This is an optimization exercise on Yosys and OpenROAD, whose aim is small area, a short achievable clock period and few clock cycles per item, not a production implementation. Function was checked by simulation only, so behaviour that the tests miss may differ from the original. Power figures rest on the tool's default switching activity, not on a simulated workload.

==> trial 46 <==
==> flow/design.v <==
`timescale 1ns / 1ps
`default_nettype none
package pfa_pkg;
    localparam int FRAMES   = 32;
    localparam int IDX_W    = $clog2(FRAMES);
    localparam int FUNC_W   = 3;
    localparam int PAGE_W   = 5;
    localparam int OWNER_W  = 8;
    localparam int TIME_W   = 32;
    localparam int FRAME_W  = 5;
    localparam int S_DATA_W = 48;
    localparam int M_DATA_W = 16;
    localparam logic [OWNER_W-1:0] NO_OWNER = '1;
    localparam logic [FUNC_W-1:0] FN_ALLOC     = 3'd0;
    localparam logic [FUNC_W-1:0] FN_ALLOC_OWN = 3'd1;
    localparam logic [FUNC_W-1:0] FN_FREE      = 3'd2;
    localparam logic [FUNC_W-1:0] FN_TEST      = 3'd3;
    localparam logic [FUNC_W-1:0] FN_VICTIM    = 3'd4;
    localparam logic [FUNC_W-1:0] FN_SET_OWNER = 3'd5;
    localparam logic [FUNC_W-1:0] FN_GET_OWNER = 3'd6;
    localparam logic [FUNC_W-1:0] FN_ACCESS    = 3'd7;
endpackage
`default_nettype wire
`timescale 1ns / 1ps
`default_nettype none
import pfa_pkg::*;
module pfa_dpath (
    input  wire logic                aclk,
    input  wire logic                aresetn,
    input  wire logic [pfa_pkg::S_DATA_W-1:0] s_tdata,
    input  wire logic                take,
    input  wire logic                s2_ld,
    input  wire logic                s2_vic,
    input  wire logic                ld0,
    input  wire logic                ld1,
    input  wire logic                mv,
    output logic                     min_busy,
    output logic                     min_busy_n,
    output logic [pfa_pkg::M_DATA_W-1:0]      m_tdata
);
    logic [FRAMES-1:0]  used_reg;
    logic [OWNER_W-1:0] owner_reg [FRAMES];
    logic [TIME_W-1:0]  time_reg  [FRAMES];
    logic [FUNC_W-1:0]  in_func;
    logic [PAGE_W-1:0]  in_page;
    logic [OWNER_W-1:0] in_owner;
    logic [TIME_W-1:0]  in_time;
    assign in_func  = s_tdata[2:0];
    assign in_page  = s_tdata[7:3];
    assign in_owner = s_tdata[15:8];
    assign in_time  = s_tdata[47:16];
    logic [FRAMES-1:0]  free_1h;
    logic               free_any;
    logic [IDX_W-1:0]   free_idx;
    always_comb begin
        for (int i = 0; i < FRAMES; i++) free_1h[i] = free_any && (free_idx == IDX_W'(i));
    end
    logic               is_alloc, is_alloc_own, is_free, is_set_own, is_access;
    logic [FRAMES-1:0]  page_1h;
    assign is_alloc     = take && ((in_func == FN_ALLOC) || (in_func == FN_ALLOC_OWN));
    assign is_alloc_own = take && (in_func == FN_ALLOC_OWN);
    assign is_free      = take && (in_func == FN_FREE);
    assign is_set_own   = take && (in_func == FN_SET_OWNER);
    assign is_access    = take && (in_func == FN_ACCESS);
    always_comb begin
        for (int i = 0; i < FRAMES; i++) page_1h[i] = (in_page == PAGE_W'(i));
    end
    logic [OWNER_W-1:0] own_wdata;
    logic [TIME_W-1:0]  time_wdata;
    logic [FRAMES-1:0]  own_we, time_we;
    assign own_wdata  = aresetn ? in_owner : NO_OWNER;
    assign time_wdata = aresetn ? in_time : '0;
    always_comb begin
        for (int i = 0; i < FRAMES; i++) begin
            own_we[i]  = !aresetn || (is_alloc_own && free_1h[i]) || (is_set_own && page_1h[i]);
            time_we[i] = !aresetn || (is_alloc_own && free_1h[i]) || (is_access  && page_1h[i]);
        end
    end
    logic [FRAMES-1:0]  zero_reg;
    always_ff @(posedge aclk) begin
        for (int i = 0; i < FRAMES; i++) begin
            if (own_we[i])  owner_reg[i] <= own_wdata;
            if (time_we[i]) time_reg[i]  <= time_wdata;
            if (time_we[i]) zero_reg[i]  <= (time_wdata == '0);
        end
    end
    logic [FRAMES-1:0]  used_next;
    always_comb begin
        used_next = used_reg;
        for (int i = 0; i < FRAMES; i++) begin
            if (is_alloc && free_1h[i])     used_next[i] = 1'b1;
            else if (is_free && page_1h[i]) used_next[i] = 1'b0;
        end
        if (!aresetn) used_next = '0;
    end
    logic [IDX_W-1:0]   free_idx_next;
    always_comb begin
        free_idx_next = '0;
        for (int i = FRAMES - 1; i >= 0; i--) begin
            if (!used_next[i]) free_idx_next = IDX_W'(i);
        end
    end
    always_ff @(posedge aclk) begin
        used_reg <= used_next;
        free_idx <= free_idx_next;
        free_any <= ~&used_next;
    end
    localparam int GRP   = 2;                   
    localparam int NGRP  = FRAMES / GRP;
    localparam int GIX_W = $clog2(GRP);
    localparam int CNT_W = $clog2(NGRP) + 1;    
    logic [TIME_W-1:0] min_t;
    logic [IDX_W-1:0]  min_i;
    logic              scan;
    logic [CNT_W-1:0]  rd_cnt;      
    logic [CNT_W-1:0]  mg_cnt;      
    logic              g_v;         
    logic [TIME_W-1:0] ga_t, gb_t;
    logic [NGRP-1:0]   rd_oh;       
    logic              wr;
    logic [IDX_W-1:0]  wr_i;
    logic [TIME_W-1:0] wr_t;
    logic [CNT_W-1:0]  wr_g;
    always_ff @(posedge aclk) begin
        if (!aresetn) begin
            wr <= 1'b0;
        end else begin
            wr <= is_access || (is_alloc_own && free_any);
        end
        wr_i <= is_access ? in_page : free_idx;
        wr_t <= in_time;
    end
    assign wr_g = CNT_W'(wr_i[IDX_W-1:GIX_W]);
    logic              g_b;
    logic [TIME_W-1:0] g_t;
    logic [IDX_W-1:0]  g_i;
    assign g_b = gb_t < ga_t;
    assign g_t = g_b ? gb_t : ga_t;
    assign g_i = {mg_cnt[CNT_W-2:0], g_b};
    logic w_lt_m, w_eq_m, g_lt_m, g_lt_w;
    assign w_lt_m = wr_t < min_t;
    assign w_eq_m = wr_t == min_t;
    assign g_lt_m = g_b ? (gb_t < min_t) : (ga_t < min_t);
    assign g_lt_w = g_b ? (gb_t < wr_t)  : (ga_t < wr_t);
    logic w_own;        
    logic w_beats;      
    logic w_raise;      
    assign w_own   = (wr_i == min_i);
    assign w_beats = w_lt_m || (w_eq_m && (wr_i <= min_i));
    assign w_raise = w_own && !w_lt_m && !w_eq_m;
    logic w_merged, w_in_g, rd_on, g_take;
    assign w_merged = wr && (wr_g < mg_cnt);
    assign w_in_g   = wr && g_v && (wr_g == mg_cnt);
    assign rd_on    = (rd_cnt != CNT_W'(NGRP));
    assign g_take   = g_v && !w_in_g;
    logic              z_any;
    logic [IDX_W-1:0]  z_i;
    always_comb begin
        z_any = |zero_reg;
        z_i   = '0;
        for (int i = FRAMES - 1; i >= 0; i--) begin
            if (zero_reg[i]) z_i = IDX_W'(i);
        end
    end
    logic [TIME_W-1:0] min_t_n;
    logic [IDX_W-1:0]  min_i_n;
    logic              scan_n;
    logic [CNT_W-1:0]  rd_cnt_n, mg_cnt_n;
    logic              g_v_n;
    always_comb begin
        min_t_n  = min_t;
        min_i_n  = min_i;
        scan_n   = scan;
        rd_cnt_n = rd_cnt;
        mg_cnt_n = mg_cnt;
        g_v_n    = g_v;
        if (!aresetn) begin
            min_t_n  = '0;
            min_i_n  = '0;
            scan_n   = 1'b0;
            rd_cnt_n = '0;
            mg_cnt_n = '0;
            g_v_n    = 1'b0;
        end else if (!scan) begin
            rd_cnt_n = '0;
            mg_cnt_n = '0;
            g_v_n    = 1'b0;
            if (wr) begin
                if (w_raise) begin
                    scan_n = 1'b1;
                end else if (w_beats) begin
                    min_t_n = wr_t;
                    min_i_n = wr_i;
                end
            end
        end else if (!wr && z_any) begin
            min_t_n = '0;
            min_i_n = z_i;
            scan_n  = 1'b0;
        end else if (w_merged && w_raise) begin
            rd_cnt_n = '0;
            mg_cnt_n = '0;
            g_v_n    = 1'b0;
        end else begin
            if (g_take) begin
                mg_cnt_n = mg_cnt + 1'b1;
                if (mg_cnt == CNT_W'(NGRP - 1)) scan_n = 1'b0;
            end
            if (w_in_g) begin
                rd_cnt_n = mg_cnt;
                g_v_n    = 1'b0;
            end else if (rd_on) begin
                rd_cnt_n = rd_cnt + 1'b1;
                g_v_n    = 1'b1;
            end else begin
                g_v_n    = 1'b0;
            end
            if (w_merged && w_beats) begin
                if (g_take && g_lt_w) begin
                    min_t_n = g_t;
                    min_i_n = g_i;
                end else begin
                    min_t_n = wr_t;
                    min_i_n = wr_i;
                end
            end else if (g_take && ((mg_cnt == '0) || g_lt_m)) begin
                min_t_n = g_t;
                min_i_n = g_i;
            end
        end
    end
    always_ff @(posedge aclk) begin
        min_t  <= min_t_n;
        min_i  <= min_i_n;
        scan   <= scan_n;
        rd_cnt <= rd_cnt_n;
        mg_cnt <= mg_cnt_n;
        g_v    <= g_v_n;
    end
    assign min_busy   = scan;
    assign min_busy_n = scan_n;
    logic [TIME_W-1:0] ra_t, rb_t;
    always_comb begin
        ra_t = '0;
        rb_t = '0;
        for (int k = 0; k < NGRP; k++) begin
            ra_t = ra_t | ({TIME_W{rd_oh[k]}} & time_reg[2*k]);
            rb_t = rb_t | ({TIME_W{rd_oh[k]}} & time_reg[2*k+1]);
        end
    end
    always_ff @(posedge aclk) begin
        for (int k = 0; k < NGRP; k++) rd_oh[k] <= (rd_cnt_n == CNT_W'(k));
        ga_t <= ra_t;
        gb_t <= rb_t;
    end
    logic [M_DATA_W-2:0] r_res;
    always_comb begin
        r_res = '0;
        case (in_func)
            FN_ALLOC, FN_ALLOC_OWN: begin
                r_res[FRAME_W-1:0] = free_idx;
                r_res[5]           = free_any;
            end
            FN_TEST:      r_res[6]    = used_reg[in_page];
            FN_GET_OWNER: r_res[14:7] = owner_reg[in_page];
            default: ;
        endcase
    end
    logic [M_DATA_W-2:0] s2_res, f_res;
    always_ff @(posedge aclk) begin
        if (s2_ld) s2_res <= r_res;
    end
    assign f_res = s2_vic ? {9'b0, 1'b1, min_i} : s2_res;
    logic [M_DATA_W-2:0] q0_reg, q1_reg;
    always_ff @(posedge aclk) begin
        if (ld0)     q0_reg <= f_res;
        else if (mv) q0_reg <= q1_reg;
        if (ld1)     q1_reg <= f_res;
    end
    assign m_tdata = {1'b0, q0_reg};
endmodule
`default_nettype wire
`timescale 1ns / 1ps
`default_nettype none
import pfa_pkg::*;
module pfa_ctrl (
    input  wire logic              aclk,
    input  wire logic              aresetn,
    input  wire logic              s_tvalid,
    output logic                   s_tready,
    input  wire logic [FUNC_W-1:0] s_func,
    output logic                   m_tvalid,
    input  wire logic              m_tready,
    input  wire logic              min_busy,
    input  wire logic              min_busy_n,
    output logic                   take,
    output logic                   s2_ld,     
    output logic                   s2_vic,    
    output logic                   ld0,       
    output logic                   ld1,       
    output logic                   mv         
);
    logic s2v;
    logic q0v, q1v;
    logic s2_go, pop;
    logic rdy;
    logic s2v_n, s2_vic_n, q0v_n, q1v_n;
    assign s2_go    = s2v && !(s2_vic && min_busy) && !q1v;
    assign s2_ld    = rdy;
    assign s_tready = rdy;
    assign take     = s_tvalid && rdy;
    assign pop      = q0v && m_tready;
    assign ld0      = s2_go && (!q0v || pop);
    assign ld1      = s2_go && q0v && !pop;
    assign mv       = pop && q1v;
    assign m_tvalid = q0v;
    assign s2v_n    = s2_ld ? s_tvalid : s2v;
    assign s2_vic_n = s2_ld ? (s_func == FN_VICTIM) : s2_vic;
    assign q0v_n    = ld0 || mv || (q0v && !pop);
    assign q1v_n    = ld1 || (q1v && !pop);
    always_ff @(posedge aclk) begin
        if (!aresetn) begin
            s2v <= 1'b0;
            q0v <= 1'b0;
            q1v <= 1'b0;
            rdy <= 1'b1;
        end else begin
            s2v <= s2v_n;
            q0v <= q0v_n;
            q1v <= q1v_n;
            rdy <= !s2v_n || (!(s2_vic_n && min_busy_n) && !q1v_n);
        end
    end
    always_ff @(posedge aclk) begin
        s2_vic <= s2_vic_n;
    end
endmodule
`default_nettype wire
`timescale 1ns / 1ps
`default_nettype none
import pfa_pkg::*;
module page_frame_allocator_lru (
    input  wire logic                aclk,
    input  wire logic                aresetn,
    input  wire logic                s_tvalid,
    output logic                     s_tready,
    input  wire logic [pfa_pkg::S_DATA_W-1:0] s_tdata,    
    output logic                     m_tvalid,
    input  wire logic                m_tready,
    output logic [pfa_pkg::M_DATA_W-1:0]      m_tdata     
);
    logic take;
    logic s2_ld, s2_vic;
    logic ld0, ld1, mv;
    logic min_busy, min_busy_n;
    pfa_ctrl u_ctrl (
        .aclk     (aclk),
        .aresetn  (aresetn),
        .s_tvalid (s_tvalid),
        .s_tready (s_tready),
        .s_func   (s_tdata[pfa_pkg::FUNC_W-1:0]),
        .m_tvalid (m_tvalid),
        .m_tready (m_tready),
        .min_busy   (min_busy),
        .min_busy_n (min_busy_n),
        .take     (take),
        .s2_ld    (s2_ld),
        .s2_vic   (s2_vic),
        .ld0      (ld0),
        .ld1      (ld1),
        .mv       (mv)
    );
    pfa_dpath u_dpath (
        .aclk     (aclk),
        .aresetn  (aresetn),
        .s_tdata  (s_tdata),
        .take     (take),
        .s2_ld    (s2_ld),
        .s2_vic   (s2_vic),
        .ld0      (ld0),
        .ld1      (ld1),
        .mv       (mv),
        .min_busy   (min_busy),
        .min_busy_n (min_busy_n),
        .m_tdata  (m_tdata)
    );
endmodule
`default_nettype wire
==> flow/run.sh <==
#!/bin/bash
# synth_recipe.tcl (not shown) runs the flow's synth.tcl, then flattens the netlist and writes it again
# the make line also repeats each setting of config.mk as NAME=value (left out here)
make -C /OpenROAD-flow-scripts/flow DESIGN_CONFIG=/design/flow/config.mk WORK_HOME=/design/flow/orfs CLKGATE_MAP_FILE= SYNTH_SCRIPT=/design/flow/synth_recipe.tcl finish
==> flow/config.mk <==
export PLATFORM = sky130hd
export DESIGN_NAME = page_frame_allocator_lru
export DESIGN_NICKNAME = page_frame_allocator_lru
export VERILOG_FILES = /design/flow/design.v
export SDC_FILE = /design/flow/constraint.sdc
export NUM_CORES = 4
export LEC_CHECK = 0
export CAP_MARGIN = 20
export CORE_MARGIN = 2
export CORE_UTILIZATION = 40
export SETUP_SLACK_MARGIN = 2.5
export SLEW_MARGIN = 20
==> flow/constraint.sdc <==
create_clock -name core_clock -period 5.0 [get_ports {aclk}]
set_input_delay 1.0000 -clock core_clock [delete_from_list [all_inputs] [get_ports {aclk}]]
set_output_delay 1.0000 -clock core_clock [all_outputs]
set_load 0.01 [all_outputs]
==> build 67: changes against trial 46 <==
--- a/flow/design.v
+++ b/flow/design.v
@@ -132,35 +132,42 @@
     end
     assign wr_g = CNT_W'(wr_i[IDX_W-1:GIX_W]);
-    logic              g_b;
-    logic [TIME_W-1:0] g_t;
-    logic [IDX_W-1:0]  g_i;
-    assign g_b = gb_t < ga_t;
-    assign g_t = g_b ? gb_t : ga_t;
-    assign g_i = {mg_cnt[CNT_W-2:0], g_b};
-    logic w_lt_m, w_eq_m, g_lt_m, g_lt_w;
-    assign w_lt_m = wr_t < min_t;
-    assign w_eq_m = wr_t == min_t;
-    assign g_lt_m = g_b ? (gb_t < min_t) : (ga_t < min_t);
-    assign g_lt_w = g_b ? (gb_t < wr_t)  : (ga_t < wr_t);
-    logic w_own;        
-    logic w_beats;      
-    logic w_raise;      
+    logic g_b, ga_lt_m, gb_lt_m;
+    assign g_b     = gb_t < ga_t;
+    assign ga_lt_m = ga_t < min_t;
+    assign gb_lt_m = gb_t < min_t;
+    logic w_lt_m, w_eq_m, w_own, w_ile, w_beats, w_raise;
+    assign w_lt_m  = wr_t < min_t;
+    assign w_eq_m  = wr_t == min_t;
     assign w_own   = (wr_i == min_i);
-    assign w_beats = w_lt_m || (w_eq_m && (wr_i <= min_i));
-    assign w_raise = w_own && !w_lt_m && !w_eq_m;
-    logic w_merged, w_in_g, rd_on, g_take;
-    assign w_merged = wr && (wr_g < mg_cnt);
-    assign w_in_g   = wr && g_v && (wr_g == mg_cnt);
-    assign rd_on    = (rd_cnt != CNT_W'(NGRP));
-    assign g_take   = g_v && !w_in_g;
+    assign w_ile   = (wr_i <= min_i);
+    assign w_beats = w_lt_m || (w_eq_m && w_ile);        
+    assign w_raise = w_own && !w_lt_m && !w_eq_m;         
     logic              z_any;
     logic [IDX_W-1:0]  z_i;
-    always_comb begin
-        z_any = |zero_reg;
-        z_i   = '0;
-        for (int i = FRAMES - 1; i >= 0; i--) begin
-            if (zero_reg[i]) z_i = IDX_W'(i);
+    always_ff @(posedge aclk) begin
+        if (!aresetn) begin
+            z_any <= 1'b1;
+            z_i   <= '0;
+        end else begin
+            z_any <= |zero_reg;
+            for (int i = FRAMES - 1; i >= 0; i--) begin
+                if (zero_reg[i]) z_i <= IDX_W'(i);
+            end
+            if (~|zero_reg) z_i <= '0;
         end
     end
+    logic w_merged, w_near, rd_on, z_end, g_use, mg_last, mg_zero;
+    assign w_merged = wr && (wr_g < mg_cnt);
+    assign w_near   = wr && (wr_g <= mg_cnt);
+    assign rd_on    = (rd_cnt != CNT_W'(NGRP));
+    assign z_end    = scan && !wr && z_any;
+    assign g_use    = scan && g_v && !w_near && !z_end;
+    assign mg_last  = (mg_cnt == CNT_W'(NGRP - 1));
+    assign mg_zero  = (mg_cnt == '0);
+    logic sel_w, sel_ga, sel_gb, sel_z;
+    assign sel_w  = wr && w_beats && (!scan || w_merged);
+    assign sel_ga = g_use && !g_b && (mg_zero || ga_lt_m);
+    assign sel_gb = g_use &&  g_b && (mg_zero || gb_lt_m);
+    assign sel_z  = z_end;
     logic [TIME_W-1:0] min_t_n;
     logic [IDX_W-1:0]  min_i_n;
@@ -169,6 +176,19 @@
     logic              g_v_n;
     always_comb begin
-        min_t_n  = min_t;
-        min_i_n  = min_i;
+        min_t_n = ({TIME_W{sel_w}}  & wr_t)
+                | ({TIME_W{sel_ga}} & ga_t)
+                | ({TIME_W{sel_gb}} & gb_t)
+                | ({TIME_W{!(sel_w || sel_ga || sel_gb || sel_z)}} & min_t);
+        min_i_n = ({IDX_W{sel_w}}  & wr_i)
+                | ({IDX_W{sel_ga}} & {mg_cnt[CNT_W-2:0], 1'b0})
+                | ({IDX_W{sel_gb}} & {mg_cnt[CNT_W-2:0], 1'b1})
+                | ({IDX_W{sel_z}}  & z_i)
+                | ({IDX_W{!(sel_w || sel_ga || sel_gb || sel_z)}} & min_i);
+        if (!aresetn) begin
+            min_t_n = '0;
+            min_i_n = '0;
+        end
+    end
+    always_comb begin
         scan_n   = scan;
         rd_cnt_n = rd_cnt;
@@ -176,6 +196,4 @@
         g_v_n    = g_v;
         if (!aresetn) begin
-            min_t_n  = '0;
-            min_i_n  = '0;
             scan_n   = 1'b0;
             rd_cnt_n = '0;
@@ -183,19 +201,10 @@
             g_v_n    = 1'b0;
         end else if (!scan) begin
+            scan_n   = wr && w_raise;
             rd_cnt_n = '0;
             mg_cnt_n = '0;
             g_v_n    = 1'b0;
-            if (wr) begin
-                if (w_raise) begin
-                    scan_n = 1'b1;
-                end else if (w_beats) begin
-                    min_t_n = wr_t;
-                    min_i_n = wr_i;
-                end
-            end
-        end else if (!wr && z_any) begin
-            min_t_n = '0;
-            min_i_n = z_i;
-            scan_n  = 1'b0;
+        end else if (z_end) begin
+            scan_n   = 1'b0;
         end else if (w_merged && w_raise) begin
             rd_cnt_n = '0;
@@ -203,9 +212,9 @@
             g_v_n    = 1'b0;
         end else begin
-            if (g_take) begin
+            if (g_use) begin
                 mg_cnt_n = mg_cnt + 1'b1;
-                if (mg_cnt == CNT_W'(NGRP - 1)) scan_n = 1'b0;
+                if (mg_last) scan_n = 1'b0;
             end
-            if (w_in_g) begin
+            if (g_v && !g_use) begin
                 rd_cnt_n = mg_cnt;
                 g_v_n    = 1'b0;
@@ -216,16 +225,4 @@
                 g_v_n    = 1'b0;
             end
-            if (w_merged && w_beats) begin
-                if (g_take && g_lt_w) begin
-                    min_t_n = g_t;
-                    min_i_n = g_i;
-                end else begin
-                    min_t_n = wr_t;
-                    min_i_n = wr_i;
-                end
-            end else if (g_take && ((mg_cnt == '0) || g_lt_m)) begin
-                min_t_n = g_t;
-                min_i_n = g_i;
-            end
         end
     end
==> notes <==
In trial 46 the cell area is larger than in build 67, by 1.1%.
Between build 67 and trial 46, the lower total power is in trial 46 (gap 2.9%, measured against trial 46).
In sequential power, trial 46 and build 67 hardly differ.
Wire length: trial 46 is smaller than build 67 (about 4%).
Between trial 46 and build 67, the lower register-to-register slack is in trial 46 (gap 0.39 ns).
Sequential cell count: trial 46 is lower than build 67 (6).
Hold slack: trial 46 is better than build 67 (0.019 ns).
Testbench counts of trial 46, summed over its fixed seeds: cycles 5,176, items 4,800.
Testbench counts of build 67, summed over its fixed seeds: cycles 5,187, items 4,800.

[what the ideal ports hide]
Ports are ideal in the flow. The routed layouts listed here were re-timed in OpenROAD.
Step 1 sets driving cells, clkbuf_16 on the clock port and buf_2 on the other inputs (assumed; they add their load-dependent delay and slew).
Step 2 moves the port delays by t, midway between the first and last clock arrival at a register: inputs arrive t later, outputs are due t later. That takes back most of the time a late clock gives input paths.
a / b / c = ideal ports / drivers / drivers and shift; a / b = the first two.
run | t (ns) | setup slack, ns | hold slack, ns | worst data-port slew with drivers (ns) | cell pins on the clock port's net
trial 46 | 0.869 | 1.475 / 1.475 / 1.464 | 0.483 / 0.483 / 0.483 | 0.07 | 1
build 67 | 0.865 | 1.861 / 1.861 / 1.548 | 0.464 / 0.464 / 0.464 | 0.08 | 1
After both steps setup and hold are still met in every run listed. The setup slack of build 67, which loses most, moves by 0.000 ns with the drivers and by -0.313 ns with both steps.
